Background: an optimization exercise with open tools, aiming at a short achievable clock period and few clock cycles. Do not read the settings as production practice.
RTL that was checked went through simulation tests only; none was proved equivalent to the original.
Power is estimated from default activity; no workload was simulated.

== v6 ==
==> module rd_pre3n, before the edit <==
module rd_pre3n (
  input  logic [2:0] a,
  input  logic       off,
  output logic [7:0] y_n
);
  always_comb begin
    for (int i = 0; i < 8; i++) begin
      y_n[i] = !(!off && a == 3'(i));
    end
  end
endmodule
Settings: LEC_CHECK=0, CAP_MARGIN=20, CELL_PAD_IN_SITES_DETAIL_PLACEMENT=0, CELL_PAD_IN_SITES_GLOBAL_PLACEMENT=1, CORE_AREA=5 5 405 425, DIE_AREA=0 0 410 430, PLACE_DENSITY=0.65, SETUP_SLACK_MARGIN=1.2, SLEW_MARGIN=20, SYNTH_HIERARCHICAL=1, SYNTH_MEMORY_MAX_BITS=16384; clock period 5.0 ns.
standard.sh (not shown) runs the stock make flow with config.mk's settings and CLKGATE_MAP_FILE= SYNTH_SCRIPT=/design/flow/synth_recipe.tcl, a recipe that flattens the netlist after the stock synthesis.
==> flow/flow/run.sh <==
#!/bin/bash
# Standard layout, except that after the floorplan the scratch memory's
# flip-flops are placed in bit-slice blocks (flow/array.tcl) and fixed there,
# so that each bit's read multiplexer stays local, and the port buffers start
# as buf_4 (resized later as usual). Each step's output goes to a log file
# of its own in this folder.
set -euo pipefail
bash standard.sh synth floorplan > 1_synth_floorplan.log 2>&1
ODB_FILE="orfs/results/${FLOW_PLATFORM}/soc_top/base/2_floorplan.odb" \
  openroad -no_init -exit flow/array.tcl > 2_array_place.log 2>&1
BUFFER_PORTS_ARGS="-buffer_cell sky130_fd_sc_hd__buf_4" bash standard.sh > 3_place_to_finish.log 2>&1
Other scripts of this flow, unchanged in this note and not shown: flow/flow/array.tcl
Testbench counts of v6, summed over its fixed seeds: cycles 4,800.
Inputs modified between v6 and v7:
--- a/flow/design.v
+++ b/flow/design.v
@@ -275,12 +275,38 @@
   input  logic       off,
   output logic [7:0] y_n
 );
+  logic [3:0] h;
+  logic [1:0] t;
+  rd_pre2e hi_i (.a(a[2:1]), .off(off), .y(h));
+  rd_pre1  lo_i (.a(a[0]), .y(t));
+  for (genvar i = 0; i < 8; i++) begin : g_y
+    rd_nand2 u (.a(h[i / 2]), .b(t[i % 2]), .y(y_n[i]));
+  end
+endmodule
+module rd_pre2e (
+  input  logic [1:0] a,
+  input  logic       off,
+  output logic [3:0] y
+);
   always_comb begin
-    for (int i = 0; i < 8; i++) begin
-      y_n[i] = !(!off && a == 3'(i));
+    for (int i = 0; i < 4; i++) begin
+      y[i] = !off && a == 2'(i);
     end
   end
 endmodule
+module rd_pre1 (
+  input  logic       a,
+  output logic [1:0] y
+);
+  assign y = {a, !a};
+endmodule
+module rd_nand2 (
+  input  logic a,
+  input  logic b,
+  output logic y
+);
+  assign y = !(a && b);
+endmodule
 module rd_tree (
   input  logic [MEM_WORDS-1:0] d,
   input  logic [7:0]           sa,
[summary]
- Per the final summary, v7 finished and its layout is clean on timing, DRC and antenna.
- Diff v6 and v7: worst hold margin higher in v7
- Summary of v7 over v6: count of cell instances traversed by the critical path climbed 3; met1 wire length dropped 3.2 mm; utilization dropped 0.71 points; worst slew slack as a fraction of its limit dropped 3.4 points; path depth of the worst reg2reg path dropped 2.
- From v6 to v7 the numbers moved as follows: power consumed by the clock network flat, total number of vias down 540.
- Area taken by flip-flops and latches across v6 and v7: no real change.
- Diff v6 -> v7: critical path buffer and inverter count increased by 2 relative to the old numbers, adder-cell area share of the yosys netlist closely matched the old numbers, global-route total usage across every layer decreased by 0.36 points relative to the old numbers, synthesized area decreased by about 0.32% relative to the old numbers.
Testbench counts of v7, summed over its fixed seeds: cycles 4,800.

---

== trial 87 ==
The RTL this note starts from:
==> flow/design.v <==
package soc_pkg;
  localparam int ADDR_W = 16;
  localparam int DATA_W = 32;
  localparam int MEM_WORDS = 64;
  localparam int MEM_AW    = 6;
  localparam logic [ADDR_W-1:0] MEM_BASE  = 16'h0000;
  localparam logic [ADDR_W-1:0] MMIO_BASE = 16'h8000;
  localparam logic [ADDR_W-1:0] TXDATA_OFS = 16'h0000;
  localparam logic [ADDR_W-1:0] RXDATA_OFS = 16'h0004;
  localparam logic [ADDR_W-1:0] STATUS_OFS = 16'h0008;
  localparam int CLKS_PER_BIT = 8;
  localparam int CLKS_W       = 4;
  typedef enum logic [1:0] {
    ST_IDLE,
    ST_WAIT_TX,
    ST_ACCESS,
    ST_RESP
  } bus_state_e;
  typedef enum logic [1:0] {
    REG_TXDATA,
    REG_RXDATA,
    REG_STATUS
  } mmio_reg_e;
endpackage
`timescale 1ns/1ps
import soc_pkg::*;
module uart_tx (
  input  logic       clock,
  input  logic       rst_n,
  input  logic       tx_start,
  input  logic [7:0] tx_byte,
  output logic       tx_busy,
  output logic       tx
);
  logic [CLKS_W-1:0] clk_cnt;
  logic [3:0]        bit_cnt;
  logic [8:0]        shift_q;
  logic              bit_tick;
  logic              load;
  assign load     = tx_start && !tx_busy;
  assign bit_tick = tx_busy && (clk_cnt == CLKS_W'(CLKS_PER_BIT - 1));
  always_ff @(posedge clock or negedge rst_n) begin
    if (!rst_n) begin
      tx_busy <= 1'b0;
      tx      <= 1'b1;
      clk_cnt <= '0;
      bit_cnt <= '0;
    end else if (load) begin
      tx_busy <= 1'b1;
      tx      <= 1'b0;
      clk_cnt <= '0;
      bit_cnt <= '0;
    end else if (tx_busy) begin
      if (bit_tick) begin
        clk_cnt <= '0;
        if (bit_cnt == 4'd9) begin
          tx_busy <= 1'b0;
          tx      <= 1'b1;
        end else begin
          tx      <= shift_q[0];
          bit_cnt <= bit_cnt + 4'd1;
        end
      end else begin
        clk_cnt <= clk_cnt + 1'b1;
      end
    end
  end
  always_ff @(posedge clock) begin
    if (load) begin
      shift_q <= {1'b1, tx_byte};
    end else if (bit_tick) begin
      shift_q <= {1'b1, shift_q[8:1]};
    end
  end
endmodule
`timescale 1ns/1ps
import soc_pkg::*;
module uart_rx (
  input  logic       clock,
  input  logic       rst_n,
  input  logic       rx,
  output logic       rx_done,
  output logic [7:0] rx_byte
);
  logic              rx_meta;
  logic              rx_sync;
  logic              active;
  logic [CLKS_W-1:0] clk_cnt;
  logic [3:0]        bit_cnt;
  logic              sample;
  assign sample = active && (clk_cnt == CLKS_W'(CLKS_PER_BIT - 1));
  always_ff @(posedge clock or negedge rst_n) begin
    if (!rst_n) begin
      rx_meta <= 1'b1;
      rx_sync <= 1'b1;
      active  <= 1'b0;
      clk_cnt <= '0;
      bit_cnt <= '0;
      rx_done <= 1'b0;
    end else begin
      rx_meta <= rx;
      rx_sync <= rx_meta;
      rx_done <= 1'b0;
      if (!active) begin
        if (!rx_sync) begin
          active  <= 1'b1;
          clk_cnt <= CLKS_W'(CLKS_PER_BIT / 2);
          bit_cnt <= '0;
        end
      end else if (sample) begin
        clk_cnt <= '0;
        bit_cnt <= bit_cnt + 4'd1;
        if (bit_cnt == 4'd0 && rx_sync) begin
          active <= 1'b0;
        end else if (bit_cnt == 4'd9) begin
          active  <= 1'b0;
          rx_done <= rx_sync;
        end
      end else begin
        clk_cnt <= clk_cnt + 1'b1;
      end
    end
  end
  always_ff @(posedge clock) begin
    if (sample && bit_cnt >= 4'd1 && bit_cnt <= 4'd8) begin
      rx_byte <= {rx_sync, rx_byte[7:1]};
    end
  end
endmodule
`timescale 1ns/1ps
import soc_pkg::*;
module uart_mmio (
  input  logic              clock,
  input  logic              rst_n,
  input  logic              reg_wr,
  input  logic              reg_rd,
  input  logic [1:0]        reg_sel,
  input  logic [DATA_W-1:0] reg_wdata,
  output logic [7:0]        reg_rdata,
  output logic              tx_busy,
  output logic              irq,
  output logic              tx,
  input  logic              rx
);
  logic       tx_start;
  logic       rx_done;
  logic [7:0] rx_byte;
  logic       rx_valid;
  logic [7:0] rx_hold;
  assign tx_start = reg_wr && (reg_sel == REG_TXDATA);
  always_ff @(posedge clock or negedge rst_n) begin
    if (!rst_n) begin
      rx_valid <= 1'b0;
    end else begin
      if (rx_done) begin
        rx_valid <= 1'b1;
      end else if (reg_rd && reg_sel == REG_RXDATA) begin
        rx_valid <= 1'b0;
      end
    end
  end
  always_ff @(posedge clock) begin
    if (rx_done) begin
      rx_hold <= rx_byte;
    end
  end
  always_comb begin
    case (reg_sel)
      REG_RXDATA: reg_rdata = rx_hold;
      REG_STATUS: reg_rdata = {6'b0, rx_valid, tx_busy};
      default:    reg_rdata = '0;
    endcase
  end
  assign irq = rx_valid;
  uart_tx tx_i (
    .clock    (clock),
    .rst_n    (rst_n),
    .tx_start (tx_start),
    .tx_byte  (reg_wdata[7:0]),
    .tx_busy  (tx_busy),
    .tx       (tx)
  );
  uart_rx rx_i (
    .clock   (clock),
    .rst_n   (rst_n),
    .rx      (rx),
    .rx_done (rx_done),
    .rx_byte (rx_byte)
  );
endmodule
`timescale 1ns/1ps
import soc_pkg::*;
module scratch_mem (
  input  logic              clock,
  input  logic              mem_we,
  input  logic [MEM_AW-1:0] mem_addr,
  input  logic [DATA_W-1:0] mem_wdata,
  output logic [DATA_W-1:0] mem_rdata
);
  logic [DATA_W-1:0] mem [MEM_WORDS];
  always_ff @(posedge clock) begin
    if (mem_we) begin
      mem[mem_addr] <= mem_wdata;
    end
  end
  assign mem_rdata = mem[mem_addr];
endmodule
`timescale 1ns/1ps
import soc_pkg::*;
module bus_ctrl (
  input  logic              rst_n,
  input  logic              wb_cyc,
  input  logic              wb_stb,
  input  logic              wb_we,
  input  logic [ADDR_W-1:0] wb_adr,
  output logic [DATA_W-1:0] wb_rdata,
  output logic              wb_ack,
  output logic              wb_err,
  output logic              mem_we,
  input  logic [DATA_W-1:0] mem_rdata,
  output logic              reg_wr,
  output logic              reg_rd,
  output logic [1:0]        reg_sel,
  input  logic [7:0]        reg_rdata,
  input  logic              tx_busy
);
  logic req;
  logic dec_mem;
  logic dec_reg;
  logic stall;
  always_comb begin
    req     = wb_cyc && wb_stb && rst_n;
    dec_mem = wb_adr < ADDR_W'(MEM_WORDS * 4);
    dec_reg = 1'b1;
    reg_sel = REG_TXDATA;
    case (wb_adr)
      MMIO_BASE + TXDATA_OFS: reg_sel = REG_TXDATA;
      MMIO_BASE + RXDATA_OFS: reg_sel = REG_RXDATA;
      MMIO_BASE + STATUS_OFS: reg_sel = REG_STATUS;
      default:                dec_reg = 1'b0;
    endcase
    stall  = dec_reg && reg_sel == REG_TXDATA && wb_we && tx_busy;
    wb_ack = req && (dec_mem || dec_reg) && !stall;
    wb_err = req && !(dec_mem || dec_reg);
    mem_we = req && dec_mem && wb_we;
    reg_wr = req && dec_reg && wb_we && !stall;
    reg_rd = req && dec_reg && !wb_we;
  end
  assign wb_rdata[DATA_W-1:8] = wb_adr[15] ? '0 : mem_rdata[DATA_W-1:8];
  assign wb_rdata[7:0]        = wb_adr[15] ? reg_rdata : mem_rdata[7:0];
endmodule
`timescale 1ns/1ps
import soc_pkg::*;
module soc_top (
  input  logic              clock,
  input  logic              rst_n,
  input  logic              wb_cyc,
  input  logic              wb_stb,
  input  logic              wb_we,
  input  logic [ADDR_W-1:0] wb_adr,
  input  logic [DATA_W-1:0] wb_wdata,
  output logic [DATA_W-1:0] wb_rdata,
  output logic              wb_ack,
  output logic              wb_err,
  output logic              tx,
  input  logic              rx,
  output logic              irq
);
  logic              mem_we;
  logic [DATA_W-1:0] mem_rdata;
  logic              reg_wr;
  logic              reg_rd;
  logic [1:0]        reg_sel;
  logic [7:0]        reg_rdata;
  logic              tx_busy;
  bus_ctrl ctrl_i (
    .rst_n     (rst_n),
    .wb_cyc    (wb_cyc),
    .wb_stb    (wb_stb),
    .wb_we     (wb_we),
    .wb_adr    (wb_adr),
    .wb_rdata  (wb_rdata),
    .wb_ack    (wb_ack),
    .wb_err    (wb_err),
    .mem_we    (mem_we),
    .mem_rdata (mem_rdata),
    .reg_wr    (reg_wr),
    .reg_rd    (reg_rd),
    .reg_sel   (reg_sel),
    .reg_rdata (reg_rdata),
    .tx_busy   (tx_busy)
  );
  scratch_mem mem_i (
    .clock     (clock),
    .mem_we    (mem_we),
    .mem_addr  (wb_adr[MEM_AW+1:2]),
    .mem_wdata (wb_wdata),
    .mem_rdata (mem_rdata)
  );
  uart_mmio uart_i (
    .clock     (clock),
    .rst_n     (rst_n),
    .reg_wr    (reg_wr),
    .reg_rd    (reg_rd),
    .reg_sel   (reg_sel),
    .reg_wdata (wb_wdata),
    .reg_rdata (reg_rdata),
    .tx_busy   (tx_busy),
    .irq       (irq),
    .tx        (tx),
    .rx        (rx)
  );
endmodule
==> flow/config.mk <==
export PLATFORM = sky130hd
export DESIGN_NAME = soc_top
export DESIGN_NICKNAME = soc_top
export VERILOG_FILES = /design/flow/design.v
export SDC_FILE = /design/flow/constraint.sdc
export NUM_CORES = 4
export LEC_CHECK = 0
export CAP_MARGIN = 20
export CELL_PAD_IN_SITES_DETAIL_PLACEMENT = 2
export CELL_PAD_IN_SITES_GLOBAL_PLACEMENT = 2
export CORE_MARGIN = 2
export CORE_UTILIZATION = 30
export PLACE_DENSITY = 0.4
export SETUP_SLACK_MARGIN = 2.0
export SLEW_MARGIN = 20
export SYNTH_MEMORY_MAX_BITS = 16384
==> flow/constraint.sdc <==
create_clock -name core_clock -period 5.0 [get_ports {clock}]
set_input_delay 1.0000 -clock core_clock [delete_from_list [all_inputs] [get_ports {clock}]]
set_output_delay 1.0000 -clock core_clock [all_outputs]
set_load 0.01 [all_outputs]
run.sh (not shown) runs the stock make flow with config.mk's settings and CLKGATE_MAP_FILE= SYNTH_SCRIPT=/design/flow/synth_recipe.tcl, a recipe that flattens the netlist after the stock synthesis.
Stock flow here: none of the scripts above is used.
Testbench counts of trial 87, summed over its fixed seeds: cycles 4,800.
--- input diff trial 87..build 63 ---
==> flow/design.v, changed modules only <==
module bus_ctrl (
  input  logic              clock,
  input  logic              rst_n,
  input  logic              wb_cyc,
  input  logic              wb_stb,
  input  logic              wb_we,
  input  logic [ADDR_W-1:0] wb_adr,
  output logic [DATA_W-1:0] wb_rdata,
  output logic              wb_ack,
  output logic              wb_err,
  output logic              mem_we,
  input  logic [DATA_W-1:0] mem_rdata,
  output logic              reg_wr,
  output logic              reg_rd,
  output logic [1:0]        reg_sel,
  input  logic [7:0]        reg_rdata,
  input  logic              tx_busy
);
  logic              req;
  logic              dec_mem;
  logic              dec_reg;
  logic              stall;
  logic              rd_pend;
  logic [DATA_W-1:0] rdata_q;
  always_comb begin
    req     = wb_cyc && wb_stb && rst_n;
    dec_mem = wb_adr < ADDR_W'(MEM_WORDS * 4);
    dec_reg = wb_adr == MMIO_BASE + TXDATA_OFS || wb_adr == MMIO_BASE + RXDATA_OFS ||
              wb_adr == MMIO_BASE + STATUS_OFS;
    reg_sel = wb_adr[3:2];
    stall  = dec_reg && reg_sel == REG_TXDATA && wb_we && tx_busy;
    wb_ack = req && ((dec_mem && (wb_we || rd_pend)) || (dec_reg && !stall));
    wb_err = req && !(dec_mem || dec_reg);
    mem_we = req && dec_mem && wb_we;
    reg_wr = req && dec_reg && wb_we && !stall;
    reg_rd = req && dec_reg && !wb_we;
  end
  always_ff @(posedge clock or negedge rst_n) begin
    if (!rst_n) begin
      rd_pend <= 1'b0;
    end else begin
      rd_pend <= req && dec_mem && !wb_we && !rd_pend;
    end
  end
  always_ff @(posedge clock) begin
    rdata_q <= mem_rdata;
  end
  assign wb_rdata[DATA_W-1:8] = rd_pend ? rdata_q[DATA_W-1:8] : '0;
  assign wb_rdata[7:0]        = rd_pend ? rdata_q[7:0] : reg_rdata;
endmodule
module soc_top (
  input  logic              clock,
  input  logic              rst_n,
  input  logic              wb_cyc,
  input  logic              wb_stb,
  input  logic              wb_we,
  input  logic [ADDR_W-1:0] wb_adr,
  input  logic [DATA_W-1:0] wb_wdata,
  output logic [DATA_W-1:0] wb_rdata,
  output logic              wb_ack,
  output logic              wb_err,
  output logic              tx,
  input  logic              rx,
  output logic              irq
);
  logic              mem_we;
  logic [DATA_W-1:0] mem_rdata;
  logic              reg_wr;
  logic              reg_rd;
  logic [1:0]        reg_sel;
  logic [7:0]        reg_rdata;
  logic              tx_busy;
  bus_ctrl ctrl_i (
    .clock     (clock),
    .rst_n     (rst_n),
    .wb_cyc    (wb_cyc),
    .wb_stb    (wb_stb),
    .wb_we     (wb_we),
    .wb_adr    (wb_adr),
    .wb_rdata  (wb_rdata),
    .wb_ack    (wb_ack),
    .wb_err    (wb_err),
    .mem_we    (mem_we),
    .mem_rdata (mem_rdata),
    .reg_wr    (reg_wr),
    .reg_rd    (reg_rd),
    .reg_sel   (reg_sel),
    .reg_rdata (reg_rdata),
    .tx_busy   (tx_busy)
  );
  scratch_mem mem_i (
    .clock     (clock),
    .mem_we    (mem_we),
    .mem_addr  (wb_adr[MEM_AW+1:2]),
    .mem_wdata (wb_wdata),
    .mem_rdata (mem_rdata)
  );
  uart_mmio uart_i (
    .clock     (clock),
    .rst_n     (rst_n),
    .reg_wr    (reg_wr),
    .reg_rd    (reg_rd),
    .reg_sel   (reg_sel),
    .reg_wdata (wb_wdata),
    .reg_rdata (reg_rdata),
    .tx_busy   (tx_busy),
    .irq       (irq),
    .tx        (tx),
    .rx        (rx)
  );
endmodule
[summary]
- Side by side, multi-input combinational cell count turned out higher in build 63 than in trial 87.
- Diff trial 87 -> build 63: worst setup slack +0.78 ns; clock latency reported for the late side of the worst-skew pair about even; final critical-path required period went down by 0.78 ns; count of mapped cells out of synthesis now larger.
Function not checked in build 63: the RTL went through the layout flow alone.

[port drivers added, routing unchanged]
How much do the figures lean on ideal ports? The routed layouts below were timed once more, with nothing changed but the port constraints. Step 1 assumes that a clkbuf_16 drives the clock port and a buf_2 every other input. Step 2, shift: input delay + t, output delay - t, t = (earliest + latest rising clock arrival at the registers) / 2. This alone moves slack from input paths to output paths. a / b / c = no drivers / after step 1 / after step 2; a / b = the first two.
run | shift t [ns] | setup WS [ns] | clock arrival spread, ns | worst data-port slew with drivers (ns) | cell pins on the clock port's net
v6 | 0.874 | 0.990 / 0.644 / 0.644 | 0.038 / 0.038 | 0.47 | 1
v7 | 0.871 | 1.044 / 0.570 / 0.570 | 0.029 / 0.029 | 0.59 | 1
trial 87 | 0.957 | 0.553 / 0.223 / 0.223 | 0.039 / 0.039 | 0.37 | 1
build 63 | 0.978 | 1.331 / 1.288 / 0.867 | 0.037 / 0.037 | 0.28 | 1
After both steps every run listed still meets setup and hold. For v7, which loses most, drivers alone change the setup slack by -0.474 ns; drivers and shift together by -0.474 ns.
